Source: an optimization exercise on an open RTL-to-GDS flow (aim: small area). Production flows keep margins and buffers that such runs may drop. Function was checked by simulation only, so behaviour that the tests miss may differ from the original.

==> flow/design.v <==
`timescale 1ns/10ps
`default_nettype none
package nn_pkg;
	localparam int DATA_W    = 16;
	localparam int FRAC_BITS = 8;
	localparam int N_IN  = 4;
	localparam int N_HID = 3;
	localparam int N_OUT = 1;
	localparam int N_W1 = N_IN * N_HID;
	localparam int N_W2 = N_HID;
	typedef logic signed [DATA_W-1:0] data_t;
endpackage
`default_nettype wire
`timescale 1ns/10ps
`default_nettype none
module input_loader (
	input  wire        en,
	input  wire [15:0] word,
	output wire [15:0] gated
);
	assign gated = word & {16{en}};
endmodule
`default_nettype wire
`timescale 1ns/10ps
`default_nettype none
module nn_fa (input wire a, input wire b, input wire c, output wire s, output wire co);
	assign s  = a ^ b ^ c;
	assign co = (a & b) | (a & c) | (b & c);
endmodule
module nn_fa1 (input wire a, input wire b, output wire s, output wire co);
	assign s  = ~(a ^ b);
	assign co = a | b;
endmodule
module nn_ha (input wire a, input wire b, output wire s, output wire co);
	assign s  = a ^ b;
	assign co = a & b;
endmodule
module nn_benc (input wire b2, input wire b1, input wire b0, output wire one, output wire two, output wire neg);
	assign one = b1 ^ b0;
	assign two = (b2 & ~b1 & ~b0) | (~b2 & b1 & b0);
	assign neg = b2;
endmodule
module nn_benc0 (input wire b2, input wire b1, output wire one, output wire two, output wire neg);
	assign one = b1;
	assign two = b2 & ~b1;
	assign neg = b2;
endmodule
module nn_bsel (input wire one, input wire two, input wire neg, input wire ak, input wire akm1, output wire p);
	assign p = ((one & ak) | (two & akm1)) ^ neg;
endmodule
module nn_bsel0 (input wire one, input wire neg, input wire a0, output wire p);
	assign p = (one & a0) ^ neg;
endmodule
module mac_b (
	input  wire [15:0] a,
	input  wire [15:0] b,
	input  wire [15:0] acc,
	output wire [15:0] y
);
	wire one0;
	wire two0;
	wire neg0;
	wire p1;
	wire p2;
	wire p3;
	wire p4;
	wire p5;
	wire p6;
	wire p7;
	wire p8;
	wire p9;
	wire p10;
	wire p11;
	wire p12;
	wire p13;
	wire p14;
	wire p15;
	wire p16;
	wire p17;
	wire ns18;
	wire one1;
	wire two1;
	wire neg1;
	wire p19;
	wire p20;
	wire p21;
	wire p22;
	wire p23;
	wire p24;
	wire p25;
	wire p26;
	wire p27;
	wire p28;
	wire p29;
	wire p30;
	wire p31;
	wire p32;
	wire p33;
	wire p34;
	wire p35;
	wire ns36;
	wire one2;
	wire two2;
	wire neg2;
	wire p37;
	wire p38;
	wire p39;
	wire p40;
	wire p41;
	wire p42;
	wire p43;
	wire p44;
	wire p45;
	wire p46;
	wire p47;
	wire p48;
	wire p49;
	wire p50;
	wire p51;
	wire p52;
	wire p53;
	wire ns54;
	wire one3;
	wire two3;
	wire neg3;
	wire p55;
	wire p56;
	wire p57;
	wire p58;
	wire p59;
	wire p60;
	wire p61;
	wire p62;
	wire p63;
	wire p64;
	wire p65;
	wire p66;
	wire p67;
	wire p68;
	wire p69;
	wire p70;
	wire p71;
	wire ns72;
	wire one4;
	wire two4;
	wire neg4;
	wire p73;
	wire p74;
	wire p75;
	wire p76;
	wire p77;
	wire p78;
	wire p79;
	wire p80;
	wire p81;
	wire p82;
	wire p83;
	wire p84;
	wire p85;
	wire p86;
	wire p87;
	wire p88;
	wire one5;
	wire two5;
	wire neg5;
	wire p89;
	wire p90;
	wire p91;
	wire p92;
	wire p93;
	wire p94;
	wire p95;
	wire p96;
	wire p97;
	wire p98;
	wire p99;
	wire p100;
	wire p101;
	wire p102;
	wire one6;
	wire two6;
	wire neg6;
	wire p103;
	wire p104;
	wire p105;
	wire p106;
	wire p107;
	wire p108;
	wire p109;
	wire p110;
	wire p111;
	wire p112;
	wire p113;
	wire p114;
	wire one7;
	wire two7;
	wire neg7;
	wire p115;
	wire p116;
	wire p117;
	wire p118;
	wire p119;
	wire p120;
	wire p121;
	wire p122;
	wire p123;
	wire p124;
	wire s125;
	wire c126;
	wire s127;
	wire c128;
	wire s129;
	wire c130;
	wire s131;
	wire c132;
	wire s133;
	wire c134;
	wire s135;
	wire c136;
	wire s137;
	wire c138;
	wire s139;
	wire c140;
	wire s141;
	wire c142;
	wire s143;
	wire c144;
	wire s145;
	wire c146;
	wire s147;
	wire c148;
	wire s149;
	wire c150;
	wire s151;
	wire c152;
	wire s153;
	wire c154;
	wire s155;
	wire c156;
	wire s157;
	wire c158;
	wire s159;
	wire c160;
	wire s161;
	wire c162;
	wire s163;
	wire c164;
	wire s165;
	wire c166;
	wire s167;
	wire c168;
	wire s169;
	wire c170;
	wire s171;
	wire c172;
	wire s173;
	wire c174;
	wire s175;
	wire c176;
	wire s177;
	wire c178;
	wire s179;
	wire c180;
	wire s181;
	wire c182;
	wire s183;
	wire c184;
	wire s185;
	wire c186;
	wire s187;
	wire c188;
	wire s189;
	wire c190;
	wire s191;
	wire c192;
	wire s193;
	wire c194;
	wire s195;
	wire c196;
	wire s197;
	wire c198;
	wire s199;
	wire c200;
	wire s201;
	wire c202;
	wire s203;
	wire c204;
	wire s205;
	wire c206;
	wire s207;
	wire c208;
	wire s209;
	wire c210;
	wire s211;
	wire c212;
	wire s213;
	wire c214;
	wire s215;
	wire c216;
	wire s217;
	wire c218;
	wire s219;
	wire c220;
	wire s221;
	wire c222;
	wire s223;
	wire c224;
	wire s225;
	wire c226;
	wire s227;
	wire c228;
	wire s229;
	wire c230;
	wire s231;
	wire c232;
	wire s233;
	wire c234;
	wire s235;
	wire c236;
	wire s237;
	wire c238;
	wire s239;
	wire c240;
	wire s241;
	wire c242;
	wire s243;
	wire c244;
	wire s245;
	wire c246;
	wire s247;
	wire c248;
	wire s249;
	wire c250;
	wire s251;
	wire c252;
	wire s253;
	wire c254;
	wire s255;
	wire c256;
	wire s257;
	wire c258;
	wire s259;
	wire c260;
	wire s261;
	wire c262;
	wire s263;
	wire c264;
	wire s265;
	wire c266;
	wire s267;
	wire c268;
	wire s269;
	wire c270;
	wire s271;
	wire c272;
	wire s273;
	wire c274;
	wire s275;
	wire c276;
	wire s277;
	wire c278;
	wire s279;
	wire c280;
	wire s281;
	wire c282;
	wire s283;
	wire c284;
	wire s285;
	wire c286;
	wire s287;
	wire c288;
	wire s289;
	wire c290;
	wire s291;
	wire c292;
	wire s293;
	wire c294;
	wire s295;
	wire c296;
	wire s297;
	wire c298;
	wire s299;
	wire c300;
	wire s301;
	wire c302;
	wire s303;
	wire c304;
	wire s305;
	wire c306;
	wire s307;
	wire c308;
	wire s309;
	wire c310;
	wire s311;
	wire c312;
	wire s313;
	wire c314;
	wire s315;
	wire c316;
	wire s317;
	wire c318;
	wire s319;
	wire c320;
	wire s321;
	wire c322;
	wire s323;
	wire c324;
	wire s325;
	wire c326;
	wire s327;
	wire s328;
	wire s329;
	wire s330;
	wire s331;
	wire [23:0] r0, r1, s;
	nn_benc0 ue0 (.b2(b[1]), .b1(b[0]), .one(one0), .two(two0), .neg(neg0));
	nn_bsel0 up1 (.one(one0), .neg(neg0), .a0(a[0]), .p(p1));
	nn_bsel up2 (.one(one0), .two(two0), .neg(neg0), .ak(a[1]), .akm1(a[0]), .p(p2));
	nn_bsel up3 (.one(one0), .two(two0), .neg(neg0), .ak(a[2]), .akm1(a[1]), .p(p3));
	nn_bsel up4 (.one(one0), .two(two0), .neg(neg0), .ak(a[3]), .akm1(a[2]), .p(p4));
	nn_bsel up5 (.one(one0), .two(two0), .neg(neg0), .ak(a[4]), .akm1(a[3]), .p(p5));
	nn_bsel up6 (.one(one0), .two(two0), .neg(neg0), .ak(a[5]), .akm1(a[4]), .p(p6));
	nn_bsel up7 (.one(one0), .two(two0), .neg(neg0), .ak(a[6]), .akm1(a[5]), .p(p7));
	nn_bsel up8 (.one(one0), .two(two0), .neg(neg0), .ak(a[7]), .akm1(a[6]), .p(p8));
	nn_bsel up9 (.one(one0), .two(two0), .neg(neg0), .ak(a[8]), .akm1(a[7]), .p(p9));
	nn_bsel up10 (.one(one0), .two(two0), .neg(neg0), .ak(a[9]), .akm1(a[8]), .p(p10));
	nn_bsel up11 (.one(one0), .two(two0), .neg(neg0), .ak(a[10]), .akm1(a[9]), .p(p11));
	nn_bsel up12 (.one(one0), .two(two0), .neg(neg0), .ak(a[11]), .akm1(a[10]), .p(p12));
	nn_bsel up13 (.one(one0), .two(two0), .neg(neg0), .ak(a[12]), .akm1(a[11]), .p(p13));
	nn_bsel up14 (.one(one0), .two(two0), .neg(neg0), .ak(a[13]), .akm1(a[12]), .p(p14));
	nn_bsel up15 (.one(one0), .two(two0), .neg(neg0), .ak(a[14]), .akm1(a[13]), .p(p15));
	nn_bsel up16 (.one(one0), .two(two0), .neg(neg0), .ak(a[15]), .akm1(a[14]), .p(p16));
	nn_bsel up17 (.one(one0), .two(two0), .neg(neg0), .ak(a[15]), .akm1(a[15]), .p(p17));
	assign ns18 = ~p17;
	nn_benc ue1 (.b2(b[3]), .b1(b[2]), .b0(b[1]), .one(one1), .two(two1), .neg(neg1));
	nn_bsel0 up19 (.one(one1), .neg(neg1), .a0(a[0]), .p(p19));
	nn_bsel up20 (.one(one1), .two(two1), .neg(neg1), .ak(a[1]), .akm1(a[0]), .p(p20));
	nn_bsel up21 (.one(one1), .two(two1), .neg(neg1), .ak(a[2]), .akm1(a[1]), .p(p21));
	nn_bsel up22 (.one(one1), .two(two1), .neg(neg1), .ak(a[3]), .akm1(a[2]), .p(p22));
	nn_bsel up23 (.one(one1), .two(two1), .neg(neg1), .ak(a[4]), .akm1(a[3]), .p(p23));
	nn_bsel up24 (.one(one1), .two(two1), .neg(neg1), .ak(a[5]), .akm1(a[4]), .p(p24));
	nn_bsel up25 (.one(one1), .two(two1), .neg(neg1), .ak(a[6]), .akm1(a[5]), .p(p25));
	nn_bsel up26 (.one(one1), .two(two1), .neg(neg1), .ak(a[7]), .akm1(a[6]), .p(p26));
	nn_bsel up27 (.one(one1), .two(two1), .neg(neg1), .ak(a[8]), .akm1(a[7]), .p(p27));
	nn_bsel up28 (.one(one1), .two(two1), .neg(neg1), .ak(a[9]), .akm1(a[8]), .p(p28));
	nn_bsel up29 (.one(one1), .two(two1), .neg(neg1), .ak(a[10]), .akm1(a[9]), .p(p29));
	nn_bsel up30 (.one(one1), .two(two1), .neg(neg1), .ak(a[11]), .akm1(a[10]), .p(p30));
	nn_bsel up31 (.one(one1), .two(two1), .neg(neg1), .ak(a[12]), .akm1(a[11]), .p(p31));
	nn_bsel up32 (.one(one1), .two(two1), .neg(neg1), .ak(a[13]), .akm1(a[12]), .p(p32));
	nn_bsel up33 (.one(one1), .two(two1), .neg(neg1), .ak(a[14]), .akm1(a[13]), .p(p33));
	nn_bsel up34 (.one(one1), .two(two1), .neg(neg1), .ak(a[15]), .akm1(a[14]), .p(p34));
	nn_bsel up35 (.one(one1), .two(two1), .neg(neg1), .ak(a[15]), .akm1(a[15]), .p(p35));
	assign ns36 = ~p35;
	nn_benc ue2 (.b2(b[5]), .b1(b[4]), .b0(b[3]), .one(one2), .two(two2), .neg(neg2));
	nn_bsel0 up37 (.one(one2), .neg(neg2), .a0(a[0]), .p(p37));
	nn_bsel up38 (.one(one2), .two(two2), .neg(neg2), .ak(a[1]), .akm1(a[0]), .p(p38));
	nn_bsel up39 (.one(one2), .two(two2), .neg(neg2), .ak(a[2]), .akm1(a[1]), .p(p39));
	nn_bsel up40 (.one(one2), .two(two2), .neg(neg2), .ak(a[3]), .akm1(a[2]), .p(p40));
	nn_bsel up41 (.one(one2), .two(two2), .neg(neg2), .ak(a[4]), .akm1(a[3]), .p(p41));
	nn_bsel up42 (.one(one2), .two(two2), .neg(neg2), .ak(a[5]), .akm1(a[4]), .p(p42));
	nn_bsel up43 (.one(one2), .two(two2), .neg(neg2), .ak(a[6]), .akm1(a[5]), .p(p43));
	nn_bsel up44 (.one(one2), .two(two2), .neg(neg2), .ak(a[7]), .akm1(a[6]), .p(p44));
	nn_bsel up45 (.one(one2), .two(two2), .neg(neg2), .ak(a[8]), .akm1(a[7]), .p(p45));
	nn_bsel up46 (.one(one2), .two(two2), .neg(neg2), .ak(a[9]), .akm1(a[8]), .p(p46));
	nn_bsel up47 (.one(one2), .two(two2), .neg(neg2), .ak(a[10]), .akm1(a[9]), .p(p47));
	nn_bsel up48 (.one(one2), .two(two2), .neg(neg2), .ak(a[11]), .akm1(a[10]), .p(p48));
	nn_bsel up49 (.one(one2), .two(two2), .neg(neg2), .ak(a[12]), .akm1(a[11]), .p(p49));
	nn_bsel up50 (.one(one2), .two(two2), .neg(neg2), .ak(a[13]), .akm1(a[12]), .p(p50));
	nn_bsel up51 (.one(one2), .two(two2), .neg(neg2), .ak(a[14]), .akm1(a[13]), .p(p51));
	nn_bsel up52 (.one(one2), .two(two2), .neg(neg2), .ak(a[15]), .akm1(a[14]), .p(p52));
	nn_bsel up53 (.one(one2), .two(two2), .neg(neg2), .ak(a[15]), .akm1(a[15]), .p(p53));
	assign ns54 = ~p53;
	nn_benc ue3 (.b2(b[7]), .b1(b[6]), .b0(b[5]), .one(one3), .two(two3), .neg(neg3));
	nn_bsel0 up55 (.one(one3), .neg(neg3), .a0(a[0]), .p(p55));
	nn_bsel up56 (.one(one3), .two(two3), .neg(neg3), .ak(a[1]), .akm1(a[0]), .p(p56));
	nn_bsel up57 (.one(one3), .two(two3), .neg(neg3), .ak(a[2]), .akm1(a[1]), .p(p57));
	nn_bsel up58 (.one(one3), .two(two3), .neg(neg3), .ak(a[3]), .akm1(a[2]), .p(p58));
	nn_bsel up59 (.one(one3), .two(two3), .neg(neg3), .ak(a[4]), .akm1(a[3]), .p(p59));
	nn_bsel up60 (.one(one3), .two(two3), .neg(neg3), .ak(a[5]), .akm1(a[4]), .p(p60));
	nn_bsel up61 (.one(one3), .two(two3), .neg(neg3), .ak(a[6]), .akm1(a[5]), .p(p61));
	nn_bsel up62 (.one(one3), .two(two3), .neg(neg3), .ak(a[7]), .akm1(a[6]), .p(p62));
	nn_bsel up63 (.one(one3), .two(two3), .neg(neg3), .ak(a[8]), .akm1(a[7]), .p(p63));
	nn_bsel up64 (.one(one3), .two(two3), .neg(neg3), .ak(a[9]), .akm1(a[8]), .p(p64));
	nn_bsel up65 (.one(one3), .two(two3), .neg(neg3), .ak(a[10]), .akm1(a[9]), .p(p65));
	nn_bsel up66 (.one(one3), .two(two3), .neg(neg3), .ak(a[11]), .akm1(a[10]), .p(p66));
	nn_bsel up67 (.one(one3), .two(two3), .neg(neg3), .ak(a[12]), .akm1(a[11]), .p(p67));
	nn_bsel up68 (.one(one3), .two(two3), .neg(neg3), .ak(a[13]), .akm1(a[12]), .p(p68));
	nn_bsel up69 (.one(one3), .two(two3), .neg(neg3), .ak(a[14]), .akm1(a[13]), .p(p69));
	nn_bsel up70 (.one(one3), .two(two3), .neg(neg3), .ak(a[15]), .akm1(a[14]), .p(p70));
	nn_bsel up71 (.one(one3), .two(two3), .neg(neg3), .ak(a[15]), .akm1(a[15]), .p(p71));
	assign ns72 = ~p71;
	nn_benc ue4 (.b2(b[9]), .b1(b[8]), .b0(b[7]), .one(one4), .two(two4), .neg(neg4));
	nn_bsel0 up73 (.one(one4), .neg(neg4), .a0(a[0]), .p(p73));
	nn_bsel up74 (.one(one4), .two(two4), .neg(neg4), .ak(a[1]), .akm1(a[0]), .p(p74));
	nn_bsel up75 (.one(one4), .two(two4), .neg(neg4), .ak(a[2]), .akm1(a[1]), .p(p75));
	nn_bsel up76 (.one(one4), .two(two4), .neg(neg4), .ak(a[3]), .akm1(a[2]), .p(p76));
	nn_bsel up77 (.one(one4), .two(two4), .neg(neg4), .ak(a[4]), .akm1(a[3]), .p(p77));
	nn_bsel up78 (.one(one4), .two(two4), .neg(neg4), .ak(a[5]), .akm1(a[4]), .p(p78));
	nn_bsel up79 (.one(one4), .two(two4), .neg(neg4), .ak(a[6]), .akm1(a[5]), .p(p79));
	nn_bsel up80 (.one(one4), .two(two4), .neg(neg4), .ak(a[7]), .akm1(a[6]), .p(p80));
	nn_bsel up81 (.one(one4), .two(two4), .neg(neg4), .ak(a[8]), .akm1(a[7]), .p(p81));
	nn_bsel up82 (.one(one4), .two(two4), .neg(neg4), .ak(a[9]), .akm1(a[8]), .p(p82));
	nn_bsel up83 (.one(one4), .two(two4), .neg(neg4), .ak(a[10]), .akm1(a[9]), .p(p83));
	nn_bsel up84 (.one(one4), .two(two4), .neg(neg4), .ak(a[11]), .akm1(a[10]), .p(p84));
	nn_bsel up85 (.one(one4), .two(two4), .neg(neg4), .ak(a[12]), .akm1(a[11]), .p(p85));
	nn_bsel up86 (.one(one4), .two(two4), .neg(neg4), .ak(a[13]), .akm1(a[12]), .p(p86));
	nn_bsel up87 (.one(one4), .two(two4), .neg(neg4), .ak(a[14]), .akm1(a[13]), .p(p87));
	nn_bsel up88 (.one(one4), .two(two4), .neg(neg4), .ak(a[15]), .akm1(a[14]), .p(p88));
	nn_benc ue5 (.b2(b[11]), .b1(b[10]), .b0(b[9]), .one(one5), .two(two5), .neg(neg5));
	nn_bsel0 up89 (.one(one5), .neg(neg5), .a0(a[0]), .p(p89));
	nn_bsel up90 (.one(one5), .two(two5), .neg(neg5), .ak(a[1]), .akm1(a[0]), .p(p90));
	nn_bsel up91 (.one(one5), .two(two5), .neg(neg5), .ak(a[2]), .akm1(a[1]), .p(p91));
	nn_bsel up92 (.one(one5), .two(two5), .neg(neg5), .ak(a[3]), .akm1(a[2]), .p(p92));
	nn_bsel up93 (.one(one5), .two(two5), .neg(neg5), .ak(a[4]), .akm1(a[3]), .p(p93));
	nn_bsel up94 (.one(one5), .two(two5), .neg(neg5), .ak(a[5]), .akm1(a[4]), .p(p94));
	nn_bsel up95 (.one(one5), .two(two5), .neg(neg5), .ak(a[6]), .akm1(a[5]), .p(p95));
	nn_bsel up96 (.one(one5), .two(two5), .neg(neg5), .ak(a[7]), .akm1(a[6]), .p(p96));
	nn_bsel up97 (.one(one5), .two(two5), .neg(neg5), .ak(a[8]), .akm1(a[7]), .p(p97));
	nn_bsel up98 (.one(one5), .two(two5), .neg(neg5), .ak(a[9]), .akm1(a[8]), .p(p98));
	nn_bsel up99 (.one(one5), .two(two5), .neg(neg5), .ak(a[10]), .akm1(a[9]), .p(p99));
	nn_bsel up100 (.one(one5), .two(two5), .neg(neg5), .ak(a[11]), .akm1(a[10]), .p(p100));
	nn_bsel up101 (.one(one5), .two(two5), .neg(neg5), .ak(a[12]), .akm1(a[11]), .p(p101));
	nn_bsel up102 (.one(one5), .two(two5), .neg(neg5), .ak(a[13]), .akm1(a[12]), .p(p102));
	nn_benc ue6 (.b2(b[13]), .b1(b[12]), .b0(b[11]), .one(one6), .two(two6), .neg(neg6));
	nn_bsel0 up103 (.one(one6), .neg(neg6), .a0(a[0]), .p(p103));
	nn_bsel up104 (.one(one6), .two(two6), .neg(neg6), .ak(a[1]), .akm1(a[0]), .p(p104));
	nn_bsel up105 (.one(one6), .two(two6), .neg(neg6), .ak(a[2]), .akm1(a[1]), .p(p105));
	nn_bsel up106 (.one(one6), .two(two6), .neg(neg6), .ak(a[3]), .akm1(a[2]), .p(p106));
	nn_bsel up107 (.one(one6), .two(two6), .neg(neg6), .ak(a[4]), .akm1(a[3]), .p(p107));
	nn_bsel up108 (.one(one6), .two(two6), .neg(neg6), .ak(a[5]), .akm1(a[4]), .p(p108));
	nn_bsel up109 (.one(one6), .two(two6), .neg(neg6), .ak(a[6]), .akm1(a[5]), .p(p109));
	nn_bsel up110 (.one(one6), .two(two6), .neg(neg6), .ak(a[7]), .akm1(a[6]), .p(p110));
	nn_bsel up111 (.one(one6), .two(two6), .neg(neg6), .ak(a[8]), .akm1(a[7]), .p(p111));
	nn_bsel up112 (.one(one6), .two(two6), .neg(neg6), .ak(a[9]), .akm1(a[8]), .p(p112));
	nn_bsel up113 (.one(one6), .two(two6), .neg(neg6), .ak(a[10]), .akm1(a[9]), .p(p113));
	nn_bsel up114 (.one(one6), .two(two6), .neg(neg6), .ak(a[11]), .akm1(a[10]), .p(p114));
	nn_benc ue7 (.b2(b[15]), .b1(b[14]), .b0(b[13]), .one(one7), .two(two7), .neg(neg7));
	nn_bsel0 up115 (.one(one7), .neg(neg7), .a0(a[0]), .p(p115));
	nn_bsel up116 (.one(one7), .two(two7), .neg(neg7), .ak(a[1]), .akm1(a[0]), .p(p116));
	nn_bsel up117 (.one(one7), .two(two7), .neg(neg7), .ak(a[2]), .akm1(a[1]), .p(p117));
	nn_bsel up118 (.one(one7), .two(two7), .neg(neg7), .ak(a[3]), .akm1(a[2]), .p(p118));
	nn_bsel up119 (.one(one7), .two(two7), .neg(neg7), .ak(a[4]), .akm1(a[3]), .p(p119));
	nn_bsel up120 (.one(one7), .two(two7), .neg(neg7), .ak(a[5]), .akm1(a[4]), .p(p120));
	nn_bsel up121 (.one(one7), .two(two7), .neg(neg7), .ak(a[6]), .akm1(a[5]), .p(p121));
	nn_bsel up122 (.one(one7), .two(two7), .neg(neg7), .ak(a[7]), .akm1(a[6]), .p(p122));
	nn_bsel up123 (.one(one7), .two(two7), .neg(neg7), .ak(a[8]), .akm1(a[7]), .p(p123));
	nn_bsel up124 (.one(one7), .two(two7), .neg(neg7), .ak(a[9]), .akm1(a[8]), .p(p124));
	nn_fa us125 (.a(neg1), .b(p3), .c(p19), .s(s125), .co(c126));
	nn_fa us127 (.a(p4), .b(p20), .c(c126), .s(s127), .co(c128));
	nn_fa us129 (.a(neg2), .b(p5), .c(p21), .s(s129), .co(c130));
	nn_fa us131 (.a(p37), .b(s129), .c(c128), .s(s131), .co(c132));
	nn_fa us133 (.a(p6), .b(p22), .c(p38), .s(s133), .co(c134));
	nn_fa us135 (.a(c130), .b(s133), .c(c132), .s(s135), .co(c136));
	nn_fa us137 (.a(neg3), .b(p7), .c(p23), .s(s137), .co(c138));
	nn_fa us139 (.a(p39), .b(p55), .c(c134), .s(s139), .co(c140));
	nn_fa us141 (.a(s137), .b(s139), .c(c136), .s(s141), .co(c142));
	nn_fa us143 (.a(p8), .b(p24), .c(p40), .s(s143), .co(c144));
	nn_fa us145 (.a(p56), .b(c138), .c(s143), .s(s145), .co(c146));
	nn_fa us147 (.a(c140), .b(s145), .c(c142), .s(s147), .co(c148));
	nn_fa us149 (.a(acc[0]), .b(neg4), .c(p9), .s(s149), .co(c150));
	nn_fa us151 (.a(p25), .b(p41), .c(p57), .s(s151), .co(c152));
	nn_fa us153 (.a(p73), .b(c144), .c(s149), .s(s153), .co(c154));
	nn_fa us155 (.a(s151), .b(c146), .c(s153), .s(s155), .co(c156));
	nn_fa us157 (.a(acc[1]), .b(p10), .c(p26), .s(s157), .co(c158));
	nn_fa us159 (.a(p42), .b(p58), .c(p74), .s(s159), .co(c160));
	nn_fa us161 (.a(c150), .b(c152), .c(s157), .s(s161), .co(c162));
	nn_fa us163 (.a(s159), .b(c154), .c(s161), .s(s163), .co(c164));
	nn_fa us165 (.a(acc[2]), .b(neg5), .c(p11), .s(s165), .co(c166));
	nn_fa us167 (.a(p27), .b(p43), .c(p59), .s(s167), .co(c168));
	nn_fa us169 (.a(p75), .b(p89), .c(c158), .s(s169), .co(c170));
	nn_fa us171 (.a(c160), .b(s165), .c(s167), .s(s171), .co(c172));
	nn_fa us173 (.a(c162), .b(s169), .c(s171), .s(s173), .co(c174));
	nn_fa us175 (.a(acc[3]), .b(p12), .c(p28), .s(s175), .co(c176));
	nn_fa us177 (.a(p44), .b(p60), .c(p76), .s(s177), .co(c178));
	nn_fa us179 (.a(p90), .b(c166), .c(c168), .s(s179), .co(c180));
	nn_fa us181 (.a(s175), .b(s177), .c(c170), .s(s181), .co(c182));
	nn_fa us183 (.a(c172), .b(s179), .c(s181), .s(s183), .co(c184));
	nn_fa us185 (.a(acc[4]), .b(neg6), .c(p13), .s(s185), .co(c186));
	nn_fa us187 (.a(p29), .b(p45), .c(p61), .s(s187), .co(c188));
	nn_fa us189 (.a(p77), .b(p91), .c(p103), .s(s189), .co(c190));
	nn_fa us191 (.a(c176), .b(c178), .c(s185), .s(s191), .co(c192));
	nn_fa us193 (.a(s187), .b(s189), .c(c180), .s(s193), .co(c194));
	nn_fa us195 (.a(s191), .b(c182), .c(s193), .s(s195), .co(c196));
	nn_fa us197 (.a(acc[5]), .b(p14), .c(p30), .s(s197), .co(c198));
	nn_fa us199 (.a(p46), .b(p62), .c(p78), .s(s199), .co(c200));
	nn_fa us201 (.a(p92), .b(p104), .c(c186), .s(s201), .co(c202));
	nn_fa us203 (.a(c188), .b(c190), .c(s197), .s(s203), .co(c204));
	nn_fa us205 (.a(s199), .b(c192), .c(s201), .s(s205), .co(c206));
	nn_fa us207 (.a(s203), .b(c194), .c(s205), .s(s207), .co(c208));
	nn_fa us209 (.a(acc[6]), .b(neg7), .c(p15), .s(s209), .co(c210));
	nn_fa us211 (.a(p31), .b(p47), .c(p63), .s(s211), .co(c212));
	nn_fa us213 (.a(p79), .b(p93), .c(p105), .s(s213), .co(c214));
	nn_fa us215 (.a(p115), .b(c198), .c(c200), .s(s215), .co(c216));
	nn_fa us217 (.a(s209), .b(s211), .c(s213), .s(s217), .co(c218));
	nn_fa us219 (.a(c202), .b(c204), .c(s215), .s(s219), .co(c220));
	nn_fa us221 (.a(s217), .b(c206), .c(s219), .s(s221), .co(c222));
	nn_fa us223 (.a(acc[7]), .b(p16), .c(p32), .s(s223), .co(c224));
	nn_fa us225 (.a(p48), .b(p64), .c(p80), .s(s225), .co(c226));
	nn_fa us227 (.a(p94), .b(p106), .c(p116), .s(s227), .co(c228));
	nn_fa us229 (.a(c210), .b(c212), .c(c214), .s(s229), .co(c230));
	nn_fa us231 (.a(s223), .b(s225), .c(s227), .s(s231), .co(c232));
	nn_fa us233 (.a(c216), .b(c218), .c(s229), .s(s233), .co(c234));
	nn_fa us235 (.a(s231), .b(c220), .c(s233), .s(s235), .co(c236));
	nn_fa us237 (.a(acc[8]), .b(p17), .c(p33), .s(s237), .co(c238));
	nn_fa us239 (.a(p49), .b(p65), .c(p81), .s(s239), .co(c240));
	nn_fa us241 (.a(p95), .b(p107), .c(p117), .s(s241), .co(c242));
	nn_fa us243 (.a(c224), .b(c226), .c(c228), .s(s243), .co(c244));
	nn_fa us245 (.a(s237), .b(s239), .c(s241), .s(s245), .co(c246));
	nn_fa us247 (.a(c230), .b(c232), .c(s243), .s(s247), .co(c248));
	nn_fa us249 (.a(s245), .b(c234), .c(s247), .s(s249), .co(c250));
	nn_fa us251 (.a(acc[9]), .b(p17), .c(p34), .s(s251), .co(c252));
	nn_fa us253 (.a(p50), .b(p66), .c(p82), .s(s253), .co(c254));
	nn_fa us255 (.a(p96), .b(p108), .c(p118), .s(s255), .co(c256));
	nn_fa us257 (.a(c238), .b(c240), .c(c242), .s(s257), .co(c258));
	nn_fa us259 (.a(s251), .b(s253), .c(s255), .s(s259), .co(c260));
	nn_fa us261 (.a(c244), .b(c246), .c(s257), .s(s261), .co(c262));
	nn_fa us263 (.a(s259), .b(c248), .c(s261), .s(s263), .co(c264));
	nn_fa us265 (.a(acc[10]), .b(p51), .c(p67), .s(s265), .co(c266));
	nn_fa us267 (.a(p83), .b(p97), .c(p109), .s(s267), .co(c268));
	nn_fa us269 (.a(p119), .b(ns18), .c(ns36), .s(s269), .co(c270));
	nn_fa us271 (.a(c252), .b(c254), .c(c256), .s(s271), .co(c272));
	nn_fa us273 (.a(s265), .b(s267), .c(s269), .s(s273), .co(c274));
	nn_fa us275 (.a(c258), .b(c260), .c(s271), .s(s275), .co(c276));
	nn_fa us277 (.a(s273), .b(c262), .c(s275), .s(s277), .co(c278));
	nn_fa1 us279 (.a(acc[11]), .b(p52), .s(s279), .co(c280));
	nn_fa us281 (.a(p68), .b(p84), .c(p98), .s(s281), .co(c282));
	nn_fa us283 (.a(p110), .b(p120), .c(c266), .s(s283), .co(c284));
	nn_fa us285 (.a(c268), .b(s279), .c(s281), .s(s285), .co(c286));
	nn_fa us287 (.a(c270), .b(c272), .c(s283), .s(s287), .co(c288));
	nn_fa us289 (.a(s285), .b(c274), .c(c276), .s(s289), .co(c290));
	nn_fa us291 (.a(s287), .b(c278), .c(s289), .s(s291), .co(c292));
	nn_fa us293 (.a(acc[12]), .b(p69), .c(p85), .s(s293), .co(c294));
	nn_fa us295 (.a(p99), .b(p111), .c(p121), .s(s295), .co(c296));
	nn_fa us297 (.a(ns54), .b(c280), .c(c282), .s(s297), .co(c298));
	nn_fa us299 (.a(s293), .b(s295), .c(c284), .s(s299), .co(c300));
	nn_fa us301 (.a(c286), .b(s297), .c(c288), .s(s301), .co(c302));
	nn_fa us303 (.a(s299), .b(c290), .c(s301), .s(s303), .co(c304));
	nn_fa1 us305 (.a(acc[13]), .b(p70), .s(s305), .co(c306));
	nn_fa us307 (.a(p86), .b(p100), .c(p112), .s(s307), .co(c308));
	nn_fa us309 (.a(p122), .b(c294), .c(c296), .s(s309), .co(c310));
	nn_fa us311 (.a(s305), .b(s307), .c(c298), .s(s311), .co(c312));
	nn_fa us313 (.a(s309), .b(c300), .c(s311), .s(s313), .co(c314));
	nn_fa us315 (.a(c302), .b(s313), .c(c304), .s(s315), .co(c316));
	nn_fa us317 (.a(acc[14]), .b(p87), .c(p101), .s(s317), .co(c318));
	nn_fa us319 (.a(p113), .b(p123), .c(ns72), .s(s319), .co(c320));
	nn_fa us321 (.a(c306), .b(c308), .c(s317), .s(s321), .co(c322));
	nn_fa us323 (.a(s319), .b(c310), .c(s321), .s(s323), .co(c324));
	nn_fa us325 (.a(c312), .b(s323), .c(c314), .s(s325), .co(c326));
	assign s327 = ~acc[15];
	assign s328 = s327 ^ p88 ^ p102;
	assign s329 = p114 ^ p124 ^ c318;
	assign s330 = s328 ^ c320 ^ c322;
	assign s331 = s329 ^ c324 ^ s330;
	assign r0 = {c326, c316, s315, c292, s291, c264, c250, c236, c222, c208, c196, c184, c174, c164, c156, c148, s147, s141, s135, s131, s127, s125, p2, p1};
	assign r1 = {s331, s325, 1'b0, s303, 1'b0, s277, s263, s249, s235, s221, s207, s195, s183, s173, s163, s155, 1'b0, 1'b0, 1'b0, 1'b0, 1'b0, 1'b0, 1'b0, neg0};
	wire [23:0] g0, p0;
	assign g0 = r0 & r1;
	assign p0 = r0 ^ r1;
	wire bg1, bp1;
	assign bg1 = g0[1] | (p0[1] & g0[0]);
	assign bp1 = p0[1] & p0[0];
	wire bg2, bp2;
	assign bg2 = g0[3] | (p0[3] & g0[2]);
	assign bp2 = p0[3] & p0[2];
	wire bg3, bp3;
	assign bg3 = g0[5] | (p0[5] & g0[4]);
	assign bp3 = p0[5] & p0[4];
	wire bg4, bp4;
	assign bg4 = g0[7] | (p0[7] & g0[6]);
	assign bp4 = p0[7] & p0[6];
	wire bg5, bp5;
	assign bg5 = g0[9] | (p0[9] & g0[8]);
	assign bp5 = p0[9] & p0[8];
	wire bg6, bp6;
	assign bg6 = g0[11] | (p0[11] & g0[10]);
	assign bp6 = p0[11] & p0[10];
	wire bg7, bp7;
	assign bg7 = g0[13] | (p0[13] & g0[12]);
	assign bp7 = p0[13] & p0[12];
	wire bg8, bp8;
	assign bg8 = g0[15] | (p0[15] & g0[14]);
	assign bp8 = p0[15] & p0[14];
	wire bg9, bp9;
	assign bg9 = g0[17] | (p0[17] & g0[16]);
	assign bp9 = p0[17] & p0[16];
	wire bg10, bp10;
	assign bg10 = g0[19] | (p0[19] & g0[18]);
	assign bp10 = p0[19] & p0[18];
	wire bg11, bp11;
	assign bg11 = g0[21] | (p0[21] & g0[20]);
	assign bp11 = p0[21] & p0[20];
	wire bg12, bp12;
	assign bg12 = g0[23] | (p0[23] & g0[22]);
	assign bp12 = p0[23] & p0[22];
	wire bg13, bp13;
	assign bg13 = bg2 | (bp2 & bg1);
	assign bp13 = bp2 & bp1;
	wire bg14, bp14;
	assign bg14 = bg4 | (bp4 & bg3);
	assign bp14 = bp4 & bp3;
	wire bg15, bp15;
	assign bg15 = bg6 | (bp6 & bg5);
	assign bp15 = bp6 & bp5;
	wire bg16, bp16;
	assign bg16 = bg8 | (bp8 & bg7);
	assign bp16 = bp8 & bp7;
	wire bg17, bp17;
	assign bg17 = bg10 | (bp10 & bg9);
	assign bp17 = bp10 & bp9;
	wire bg18, bp18;
	assign bg18 = bg12 | (bp12 & bg11);
	assign bp18 = bp12 & bp11;
	wire bg19, bp19;
	assign bg19 = bg14 | (bp14 & bg13);
	assign bp19 = bp14 & bp13;
	wire bg20, bp20;
	assign bg20 = bg16 | (bp16 & bg15);
	assign bp20 = bp16 & bp15;
	wire bg21, bp21;
	assign bg21 = bg18 | (bp18 & bg17);
	assign bp21 = bp18 & bp17;
	wire bg22, bp22;
	assign bg22 = bg20 | (bp20 & bg19);
	assign bp22 = bp20 & bp19;
	wire bg23, bp23;
	assign bg23 = bg21 | (bp21 & bg22);
	assign bp23 = bp21 & bp22;
	wire bg24, bp24;
	assign bg24 = bg15 | (bp15 & bg19);
	assign bp24 = bp15 & bp19;
	wire bg25, bp25;
	assign bg25 = bg17 | (bp17 & bg22);
	assign bp25 = bp17 & bp22;
	wire bg26, bp26;
	assign bg26 = bg3 | (bp3 & bg13);
	assign bp26 = bp3 & bp13;
	wire bg27, bp27;
	assign bg27 = bg5 | (bp5 & bg19);
	assign bp27 = bp5 & bp19;
	wire bg28, bp28;
	assign bg28 = bg7 | (bp7 & bg24);
	assign bp28 = bp7 & bp24;
	wire bg29, bp29;
	assign bg29 = bg9 | (bp9 & bg22);
	assign bp29 = bp9 & bp22;
	wire bg30, bp30;
	assign bg30 = bg11 | (bp11 & bg25);
	assign bp30 = bp11 & bp25;
	wire bg31, bp31;
	assign bg31 = g0[2] | (p0[2] & bg1);
	assign bp31 = p0[2] & bp1;
	wire bg32, bp32;
	assign bg32 = g0[4] | (p0[4] & bg13);
	assign bp32 = p0[4] & bp13;
	wire bg33, bp33;
	assign bg33 = g0[6] | (p0[6] & bg26);
	assign bp33 = p0[6] & bp26;
	wire bg34, bp34;
	assign bg34 = g0[8] | (p0[8] & bg19);
	assign bp34 = p0[8] & bp19;
	wire bg35, bp35;
	assign bg35 = g0[10] | (p0[10] & bg27);
	assign bp35 = p0[10] & bp27;
	wire bg36, bp36;
	assign bg36 = g0[12] | (p0[12] & bg24);
	assign bp36 = p0[12] & bp24;
	wire bg37, bp37;
	assign bg37 = g0[14] | (p0[14] & bg28);
	assign bp37 = p0[14] & bp28;
	wire bg38, bp38;
	assign bg38 = g0[16] | (p0[16] & bg22);
	assign bp38 = p0[16] & bp22;
	wire bg39, bp39;
	assign bg39 = g0[18] | (p0[18] & bg29);
	assign bp39 = p0[18] & bp29;
	wire bg40, bp40;
	assign bg40 = g0[20] | (p0[20] & bg25);
	assign bp40 = p0[20] & bp25;
	wire bg41, bp41;
	assign bg41 = g0[22] | (p0[22] & bg30);
	assign bp41 = p0[22] & bp30;
	assign s = p0 ^ {bg41, bg30, bg40, bg25, bg39, bg29, bg38, bg22, bg37, bg28, bg36, bg24, bg35, bg27, bg34, bg19, bg33, bg26, bg32, bg13, bg31, bg1, g0[0], 1'b0};
	assign y = s[23:8];
endmodule
`default_nettype wire
`timescale 1ns/10ps
`default_nettype none
module nn_top (
	input  logic          clk,
	input  logic          rst_n,
	input  logic          in_valid_d,
	input  nn_pkg::data_t data_point,
	input  logic          in_valid_w1,
	input  nn_pkg::data_t weight1,
	input  logic          in_valid_w2,
	input  nn_pkg::data_t weight2,
	output logic          out_valid,
	output nn_pkg::data_t out
);
	localparam int DATA_W = nn_pkg::DATA_W;
	localparam int N_W1   = nn_pkg::N_W1;
	localparam int N_W2   = nn_pkg::N_W2;
	logic [1:0]                     cnt;
	logic [3:0]                     m1;
	logic [1:0]                     m2;
	logic [N_W1-1:0][DATA_W-1:0]    w1;
	logic [N_W2-1:0][DATA_W-1:0]    w2;
	logic [DATA_W-1:0]              x1, x2;
	logic                           v1, v2;
	logic [1:0]                     i1, i2;
	logic [2:0][DATA_W-1:0]         acc;
	logic                           r2;
	logic [DATA_W-1:0]              oacc;
	always_ff @(posedge clk or negedge rst_n) begin
		if (!rst_n) begin
			cnt <= '0;
			v1  <= 1'b0;
			v2  <= 1'b0;
			r2  <= 1'b0;
		end else begin
			if (in_valid_d)
				cnt <= cnt + 2'd1;
			v1 <= in_valid_d;
			v2 <= v1;
			r2 <= v2 && (i2 == 2'd3);
		end
	end
	always_ff @(posedge clk) begin
		x1 <= data_point;
		x2 <= x1;
		i1 <= cnt;
		i2 <= i1;
	end
	always_ff @(posedge clk or negedge rst_n) begin
		if (!rst_n) begin
			m1 <= '0;
			m2 <= '0;
		end else begin
			if (in_valid_w1 && m1 != 4'(N_W1))
				m1 <= m1 + 4'd1;
			if (in_valid_w2 && m2 != 2'(N_W2))
				m2 <= m2 + 2'd1;
		end
	end
	logic [2:0] vx;
	assign vx = {v2, v1, in_valid_d};
	always_ff @(posedge clk) begin
		for (int j = 0; j < 3; j++) begin
			if (in_valid_w1 || vx[j]) begin
				for (int i = 0; i < 3; i++)
					w1[4*j+i] <= w1[4*j+i+1];
				if (!in_valid_w1)
					w1[4*j+3] <= w1[4*j];
				else if (j == 2)
					w1[4*j+3] <= weight1;
				else
					w1[4*j+3] <= w1[(4*j+4) % N_W1];
			end
		end
	end
	always_ff @(posedge clk) begin
		if (in_valid_w2) begin
			w2[N_W2-1] <= weight2;
			for (int k = 0; k < N_W2 - 1; k++)
				w2[k] <= w2[k+1];
		end
	end
	logic [2:0][DATA_W-1:0] xs;
	logic [2:0][1:0]        ix;
	logic [2:0]             ok;
	logic [2:0][DATA_W-1:0] xg;
	logic [2:0][DATA_W-1:0] acc_in;
	logic [2:0][DATA_W-1:0] acc_nx;
	logic [N_W1-1:0] sv;
	always_comb
		for (int k = 0; k < N_W1; k++)
			sv[k] = (m1 >= 4'(N_W1 - k));
	assign xs = {x2, x1, data_point};
	assign ix = {i2, i1, cnt};
	genvar gj;
	generate
		for (gj = 0; gj < 3; gj++) begin : g_hid
			assign ok[gj] = vx[gj] && sv[4*gj + ix[gj]];
			input_loader u_gate (
				.en    (ok[gj]),
				.word  (xs[gj]),
				.gated (xg[gj])
			);
			assign acc_in[gj] = (vx[gj] && ix[gj] == 2'd0) ? '0 : acc[gj];
			mac_b u_mac (
				.a   (xg[gj]),
				.b   (w1[4*gj]),
				.acc (acc_in[gj]),
				.y   (acc_nx[gj])
			);
		end
	endgenerate
	always_ff @(posedge clk)
		acc <= acc_nx;
	logic [2:0]        hd;
	logic [2:0]        hs;
	logic [14:0]       h;
	logic [DATA_W-1:0] wsel;
	logic [DATA_W-1:0] oacc_in;
	logic [DATA_W-1:0] oacc_nx;
	assign hd = {r2, v2 && (i2 == 2'd3), v1 && (i1 == 2'd3)};
	assign hs[0] = hd[0] && !acc[0][DATA_W-1] && (m2 >= 2'd3);
	assign hs[1] = hd[1] && !acc[1][DATA_W-1] && (m2 >= 2'd2);
	assign hs[2] = hd[2] && !acc[2][DATA_W-1] && (m2 >= 2'd1);
	assign h    = (acc[0][14:0] & {15{hs[0]}})
	            | (acc[1][14:0] & {15{hs[1]}})
	            | (acc[2][14:0] & {15{hs[2]}});
	assign wsel = (w2[0] & {DATA_W{hd[0]}})
	            | (w2[1] & {DATA_W{hd[1]}})
	            | (w2[2] & {DATA_W{hd[2]}});
	assign oacc_in = hd[0] ? '0 : oacc;
	mac_b u_omac (
		.a   (wsel),
		.b   ({1'b0, h}),
		.acc (oacc_in),
		.y   (oacc_nx)
	);
	always_ff @(posedge clk)
		oacc <= oacc_nx;
	always_ff @(posedge clk or negedge rst_n) begin
		if (!rst_n)
			out_valid <= 1'b0;
		else
			out_valid <= r2;
	end
	assign out = oacc;
endmodule
`default_nettype wire
==> flow/flow/run.sh <==
#!/bin/bash
# Standard synthesis; then every combinational cell of the netlist is set to
# its smallest drive strength before the standard layout steps, whose timing
# and design repair size up what needs it.  Ports get the smallest buffer;
# the clock tree is built without dummy loads.
set -euo pipefail
bash standard.sh synth > synth_stage.log 2>&1
NET=orfs/results/sky130hd/nn_top/base/1_2_yosys.v
python3 flow/downsize.py $NET > downsize.log 2>&1
bash standard.sh "BUFFER_PORTS_ARGS=-buffer_cell sky130_fd_sc_hd__buf_1" \
  "CTS_ARGS=-sink_clustering_enable -repair_clock_nets -sink_clustering_size 16 -sink_clustering_max_diameter 80 -buf_list sky130_fd_sc_hd__clkbuf_8 -dont_use_dummy_load" \
  finish > layout_stage.log 2>&1
==> flow/flow/downsize.py <==
#!/usr/bin/env python3
"""Swap each combinational cell of the synthesized netlist for the smallest
drive strength of the same cell (same function and pins).  Timing repair in
the later steps sizes up what needs it."""
import re, sys
LIB = "/OpenROAD-flow-scripts/flow/platforms/sky130hd/lib/sky130_fd_sc_hd__tt_025C_1v80.lib"
txt = open(LIB).read()
area = {}
for c in re.split(r'\n\s*cell\s*\(', txt)[1:]:
    n = re.match(r'\s*"?(\w+)"?', c).group(1)
    a = re.search(r'area\s*:\s*([\d.]+)', c)
    if a:
        area[n] = float(a.group(1))
SKIP = re.compile(r'__(df|edf|sdf|dl|clk|conb|tap|fill|decap|buf|inv|probe|lpflow|mux2i|ebuf|einv)')
def target(cell):
    if SKIP.search(cell):
        return cell
    m = re.match(r'(sky130_fd_sc_hd__\w+?)_(\d+)$', cell)
    if not m:
        return cell
    best = cell
    for d in ("0", "1"):
        cand = f"{m.group(1)}_{d}"
        if cand in area and area[cand] < area[best]:
            best = cand
    return best
path = sys.argv[1]
net = open(path).read()
swaps = {}
def sub(m):
    t = target(m.group(1))
    if t != m.group(1):
        swaps[(m.group(1), t)] = swaps.get((m.group(1), t), 0) + 1
    return m.group(0).replace(m.group(1), t, 1)
net = re.sub(r'^(\s*sky130_fd_sc_hd__\w+)(?=\s)', lambda m: sub2(m), net, flags=re.M) if False else \
      re.sub(r'(?m)^\s*(sky130_fd_sc_hd__\w+)\s', sub, net)
open(path, "w").write(net)
for (a, b), n in sorted(swaps.items()):
    print(f"{n:5d} {a} -> {b}")
==> flow/standard.sh <==
#!/bin/bash
# synth_recipe.tcl (not shown) runs the flow's synth.tcl, then flattens the netlist and writes it again
# the make line also repeats each setting of config.mk as NAME=value (left out here)
make -C /OpenROAD-flow-scripts/flow DESIGN_CONFIG=/design/flow/config.mk WORK_HOME=/design/flow/orfs CLKGATE_MAP_FILE= SYNTH_SCRIPT=/design/flow/synth_recipe.tcl "${@:-finish}"
==> flow/config.mk <==
export PLATFORM = sky130hd
export DESIGN_NAME = nn_top
export DESIGN_NICKNAME = nn_top
export VERILOG_FILES = /design/flow/design.v
export SDC_FILE = /design/flow/constraint.sdc
export NUM_CORES = 4
export LEC_CHECK = 0
export CAP_MARGIN = 20
export CORE_MARGIN = 2
export CORE_UTILIZATION = 40
export CTS_CLUSTER_DIAMETER = 100
export CTS_CLUSTER_SIZE = 24
export SLEW_MARGIN = 20
export SYNTH_HIERARCHICAL = 1
==> flow/constraint.sdc <==
create_clock -name core_clock -period 8.0 [get_ports {clk}]
set_input_delay 1.6000 -clock core_clock [delete_from_list [all_inputs] [get_ports {clk}]]
set_output_delay 1.6000 -clock core_clock [all_outputs]
set_load 0.01 [all_outputs]
==> summary.md, run 1 <==
| Metric | Value |
|---|---|
| Status | finished clean |
| Final setup fails | 0 |
| Final Util | 44.05% |
| Initial antenna violation count | 4 |
| Hold buffer count at cts | 0 |
| Largest net degree at the start of global routing | 65 |
| Area growth syn-to-layout | 8.660% |
| Core area | 77,590 um2 |
| # DRC | 0 |
| HP Class | reg2reg |
| CTS Buffer Depth | 3 |
| GPL Wtd Cong | 0.9295 |
| Setup tns final | 0 ns |
| IO Count | 70 |
| CTS tree | yes |
| Gate Count Post-Synth | 2,550 |
| Final worst path period share | 94.19% |
| Hold path cells | 0 |
| Clock transition at path regs | 0.11 ns |
| Clock Tree Root | clkbuf_8 |
| Setup slack, reg-to-reg | 0.46 ns |
| RSZ-0062 raised after global routing | false |
| Initial Utilization | 40.54% |
| Worst-margin pin slew | 1.066 ns |
| Post-DR wirelength/cell | 23.36 um |
| Vias | 21,811 |
| Vias per cell | 5.770 |
| IO Port Bufs | 69 |
| Max-Slew Margin vs Limit | 28.96% |
| Final wirelength | 88,290 um |
| Iter 0 DRT Violations | 2,122 |
| Synthesized area | 31,450 um2 |
| TritonRoute pass-1 iters | 8 |
| # H-tree levels | 2 |
| CTS-repair resized insts | 0 |
| Vias in the first global route | 22,722 |
| Rows | 102 |
| F_max | 132.7 MHz |
| Critical Path Source | m1[1]$_DFFE_PN0P_ |
| Setup Fix Bufs, Post-CTS | 0 |
| Worst reg2reg path depth | 24 |
| Crit. End Element | register |
| Die Y | 284.4 um |
| Clock sinks | 352 |
| Layout cells sized above 1 | 8.686% |
| Crit path required time | 8.45 ns |
| DRT antenna net count | 0 |
| Reg2reg start | m1[1]$_DFFE_PN0P_ |
| Startpoint types | register |
| First-pass GRT wire length | 137,800 um |
| Clock skew | 0.09739 ns |
| Die area | 80,890 um2 |
| Fin nets | 3,287 |
| Yosys warning total | 7 |
| Reg2reg end | acc[47]$_DFF_P_ |
| Total track usage | 21.76% |
| End of the critical path | acc[47]$_DFF_P_ |
| GRT overflow | 0 |
| CTS Buf Count | 34 |
| Slew Viols, Final | 0 |
| Setup CP Type | reg2reg |
| Hold Startpoint | x1[3]$_DFF_P_ |
| FILL cells | 7,312 |
| Final hold vios | 0 |
| Min Tclk post-route | 7.535 ns |
| Antenna Cells | 0 |
| CP max FO | 16 |
| CP Data Arrival Time | 7.98 ns |
| Chip Width | 284.4 um |
| MaxCap Viol Count | 0 |
| Post-synthesis average cell area | 12.33 um2 |
| DPL Wire Length | 66,080 um |
| Insertion delay to the later sink of the worst-skew pair | 0.64 ns |
==> through the flow <==
stage	cell area, um2	std cells	worst slack [ns]	hold slack, ns
6_report	34180	3780	0.4646	0.3517
5_1_grt	34180	3780	0.08535	0.3737
4_1_cts	34180	3780	0.5188	0.3520
3_5_place_dp	33710	3746	0.5040	0.3600
3_3_place_gp	33710	3746	0.4370	0.3548
2_1_floorplan	31460	2552	1.064	0.3236
==> worst max-delay path, cell delays in order, from the launching register on <==
cell and delay (ns):
dfrtp_1 0.45, inv_1 0.13, ha_1 0.19, nor2b_1 0.16, a211o_1 0.30, a21boi_0 0.20
buf_4 0.22, and2_0 0.48, a22oi_1 0.17, xnor2_1 0.25, fa_1 0.48, fa_1 0.43
fa_1 0.43, fa_1 0.40, fa_1 0.46, ha_1 0.34, nand4_1 0.08, nor4_1 0.57
o21ai_0 0.36, a31oi_1 0.43, fa_1 0.29, xnor2_1 0.15, xnor2_1 0.16, xnor2_1 0.15
xnor2_1 0.09
==> cell usage in the layout (no fill, tap or decap), types with 6 or more instances in the layout <==
| master | instances |
|---|---|
| buf_4 | 145 |
| edfxtp_1 | 240 |
| xor2_1 | 45 |
| and2b_1 | 11 |
| nor2_1 | 18 |
| and2_0 | 36 |
| o21ai_0 | 19 |
| nor3_1 | 6 |
| a221o_1 | 15 |
| a31oi_1 | 8 |
| dfxtp_1 | 100 |
| fa_1 | 428 |
| a22oi_1 | 448 |
| inv_1 | 120 |
| nor2b_1 | 43 |
| ha_1 | 64 |
| and2_1 | 28 |
| buf_1 | 66 |
| clkbuf_8 | 34 |
| dfrtp_1 | 12 |
| and3_1 | 16 |
| a21oi_1 | 22 |
| a222oi_1 | 16 |
| mux2_2 | 50 |
| xnor2_1 | 534 |
| nand4_1 | 13 |
| nand2b_1 | 29 |
| nand2_1 | 81 |
| o22ai_1 | 28 |
==> final cells by class <==
type | count | area (um2) | share of cell area (%)
timing repair buffer | 214 | 1351 | 3.954
inverter | 120 | 450.4 | 1.318
multi-input combinational | 2020 | 21100 | 61.73
tap | 1040 | 1301 | 3.807
clock buffer | 34 | 467.9 | 1.369
sequential | 352 | 9509 | 27.82
==> flip-flops by register name (all words and copies together), names as in the netlist, 2 cells and up <==
register / count
acc: 48
cnt: 2
i1: 2
i2: 2
m1: 4
m2: 2
oacc: 16
w1: 192
w2: 48
x1: 16
x2: 16
==> metal layers <==
layer	wire length (um)	up-vias	share of wire (%)	track usage [%]
met5	13	-	0.015	0
met4	2256	2	2.6	5.408
met3	5784	142	6.6	3.066
met2	42150	912	48	35.79
met1	38090	11261	43	30.33
li1	-	9494	-	-
==> worst min path at each step <==
stage,end,slack (ns)
4_1_cts,x2[3]$_DFF_P_,0.35
6_report,x2[3]$_DFF_P_,0.35
3_5_place_dp,x2[3]$_DFF_P_,0.36
2_1_floorplan,x2[10]$_DFF_P_,0.32
5_1_grt,x2[3]$_DFF_P_,0.37
3_3_place_gp,x2[3]$_DFF_P_,0.35
==> run 2: changes to the inputs <==
--- a/flow/config.mk
+++ b/flow/config.mk
@@ -7,8 +7,6 @@
 export LEC_CHECK = 0
 export CAP_MARGIN = 20
 export CORE_MARGIN = 2
-export CORE_UTILIZATION = 40
-export CTS_CLUSTER_DIAMETER = 100
-export CTS_CLUSTER_SIZE = 24
+export CORE_UTILIZATION = 60
 export SLEW_MARGIN = 20
 export SYNTH_HIERARCHICAL = 1
==> run 2 against run 1 <==
Against the previous run: critical path type unchanged; still clean; hold slack gained 0.00088 ns; critical endpoint is now oacc[15]$_DFF_P_; final cell count shrank 9.8%; first-iteration DRC count grew 15%; final area shrank 1.6%.
==> summary.md, run 2 <==
| Metric | Value |
|---|---|
| Final setup fails | 0 |
| # DRC | 0 |
| Insertion delay to the later sink of the worst-skew pair | 0.67 ns |
| CP Data Arrival Time | 7.86 ns |
| Rows | 83 |
| Max incr delay on CP | 0.58 ns |
| Initial antenna violation count | 4 |
| Area growth syn-to-layout | 6.929% |
| CTS tree | yes |
| Most Used Layer, Global Route | met2 |
| Final wirelength | 83,080 um |
| TritonRoute pass-1 iters | 7 |
| Core area | 51,610 um2 |
| DPL Wire Length | 62,800 um |
| Initial Utilization | 60.94% |
| Most flops, register | w1 |
| Gate Count Post-Synth | 2,550 |
| Max-Slew Margin vs Limit | 30.75% |
| CP most frequent cell | fa_1 |
| Final hold vios | 0 |
| CTS Buffer Depth | 3 |
| CP max FO | 21 |
| Met3 Use GR | 4.559% |
| Clock Tree Root | clkbuf_8 |
| Layout cells sized above 1 | 8.278% |
| Worst-margin pin slew | 1.035 ns |
| # H-tree levels | 1 |
| Most frequent cells in the layout | 534 x xnor2_1, 448 x a22oi_1, 428 x fa_1, 240 x edfxtp_1, 138 x buf_4 |
| CTS-repair resized insts | 0 |
| Yosys warning total | 7 |
| MaxCap Viol Count | 0 |
| First-pass GRT wire length | 131,300 um |
| Max reg flops | 192 |
| Vias in the first global route | 22,550 |
| Vias | 21,559 |
| Total track usage | 31.51% |
| Clock transition at path regs | 0.09 ns |
| Crit. End Element | register |
| Synthesized area | 31,450 um2 |
| Family with the most delay on the worst path | adder cells |
| CTS Buf Count | 31 |
| Slew Viols, Final | 0 |
| Clock skew | 0.07180 ns |
| Largest net degree at the start of global routing | 65 |
| Most common cell after layout, fill and taps aside | xnor2_1 |
| Setup CP Type | reg2reg |
| IO Port Bufs | 69 |
| Crit path max-delay cell type | o21ai_0 |
| GPL Wtd Cong | 0.9702 |
| GRT overflow | 0 |
| Status | finished clean |
| Setup slack, reg-to-reg | 0.70 ns |
| Met2 usage in global routing | 51.47% |
| Min Tclk post-route | 7.296 ns |
| Crit path buffers/inverters | 1 |
| CP Cell Sequence | ha_1 -> nor2b_1 -> and3_1 -> a221o_1 -> buf_4 -> nor2b_1 -> a22oi_1 -> xnor2_1 -> fa_1 -> fa_1 -> fa_1 -> fa_1 -> fa_1 -> fa_1 -> ha_1 -> a21oi_1 -> o21ai_0 -> o21ai_0 -> a31oi_1 -> fa_1 -> xnor2_1 -> xnor2_1 -> xnor2_1 -> xnor2_1 |
| Chip Width | 233.0 um |
| Setup tns final | 0 ns |
| FILL cells | 3,988 |
| HP Class | reg2reg |
| Crit path required time | 8.56 ns |
| Die area | 54,270 um2 |
| Die Y | 233.0 um |
| Fin nets | 3,277 |
| DRT antenna net count | 0 |
| Biggest regs | w1 x192, acc x48, w2 x48 |
| GR Util met1 | 43.98% |
| RSZ-0062 raised after global routing | false |
| Post-synthesis average cell area | 12.33 um2 |
| F_max | 137.1 MHz |
| Clock sinks | 352 |
| Vias per cell | 6.320 |
| Setup Fix Bufs, Post-CTS | 0 |
| Post-DR wirelength/cell | 24.36 um |
| Hold buffer count at cts | 0 |
| Iter 0 DRT Violations | 2,445 |
| IO Count | 70 |
| Final worst path period share | 91.20% |
| Startpoint types | register |
[run 2: per-layer routing]
layer | share of wire, % | vias up
li1 | - | 9470
met2 | 48 | 925
met1 | 42 | 11031
met3 | 7.2 | 129
met4 | 3.0 | 4
met5 | 0.028 | -
[run 2: area by class of cell]
| cell class | instances | area, um2 | share of cell area [%] |
|---|---|---|---|
| inverter | 120 | 450.4 | 1.339 |
| multi-input combinational | 2020 | 21100 | 62.72 |
| antenna | 1 | 2.502 | 0.007440 |
| clock buffer | 31 | 426.7 | 1.269 |
| timing repair buffer | 207 | 1297 | 3.858 |
| sequential | 352 | 9509 | 28.27 |
| tap | 680 | 850.8 | 2.530 |
[run 2: worst reg2reg max path: cells and delay by family (launching register included)]
kind | cells | cell delay (ns)
compound gates | 6 | 1.31
xor+xnor | 5 | 0.76
fa+ha+maj | 9 | 3.42
buf+inv | 1 | 0.34
flops | 1 | 0.42
simple gates | 3 | 0.97
[run 2: worst paths after layout]
kind	startpoint	end	depth (start not counted)
setup / recovery	m2[1]$_DFFE_PN0P_	oacc[15]$_DFF_P_	24
hold / removal	x1[12]$_DFF_P_	x2[12]$_DFF_P_	0
setup reg to reg	m2[1]$_DFFE_PN0P_	oacc[15]$_DFF_P_	24
hold reg to reg	x1[12]$_DFF_P_	x2[12]$_DFF_P_	0
max in group asynchronous	rst_n	m1[2]$_DFFE_PN0P_	1
min in group asynchronous	rst_n	out_valid$_DFF_PN0_	1
[run 2: through the flow]
step                setup WS (ns)  utilization (%)  instances  hold WS, ns  cell area, um2
global route               0.2953            65.16       3411       0.3596           33630
global placement           0.4961            64.33       3379       0.3374           33200
floorplan                   1.064                -       2552       0.3236           31460
CTS                        0.7408            65.16       3410       0.3545           33630
detailed placement         0.3284            64.33       3379       0.3363           33200
finish                     0.7036            65.16       3411       0.3526           33630

==> re-timing with driven ports <==
In the flow no input, the clock included, has a driving cell. The finished layouts below were timed again as built, in two steps. Step 1 assumes that a clkbuf_16 drives the clock port and a buf_2 every other input. Step 2 times the ports against the registers' clock, not the clock port: input delays grow and output delays shrink by t, the midpoint of the rising clock arrivals with the driver on. Three values: no drivers, after step 1, after step 2; two values: the first two.
run	shift t [ns]	setup WS [ns]	hold WS [ns]	worst setup path after step 2	latest minus earliest clock arrival (ns)
run 1	0.647	0.465 / 0.465 / 0.465	0.352 / 0.352 / 0.352	register to register	0.097 / 0.098
run 2	0.693	0.704 / 0.704 / 0.290	0.353 / 0.353 / 0.353	input to register	0.077 / 0.077
After both steps every run listed still meets setup and hold. The setup slack of run 2, which loses most, moves by 0.000 ns with the drivers and by -0.414 ns with both steps.
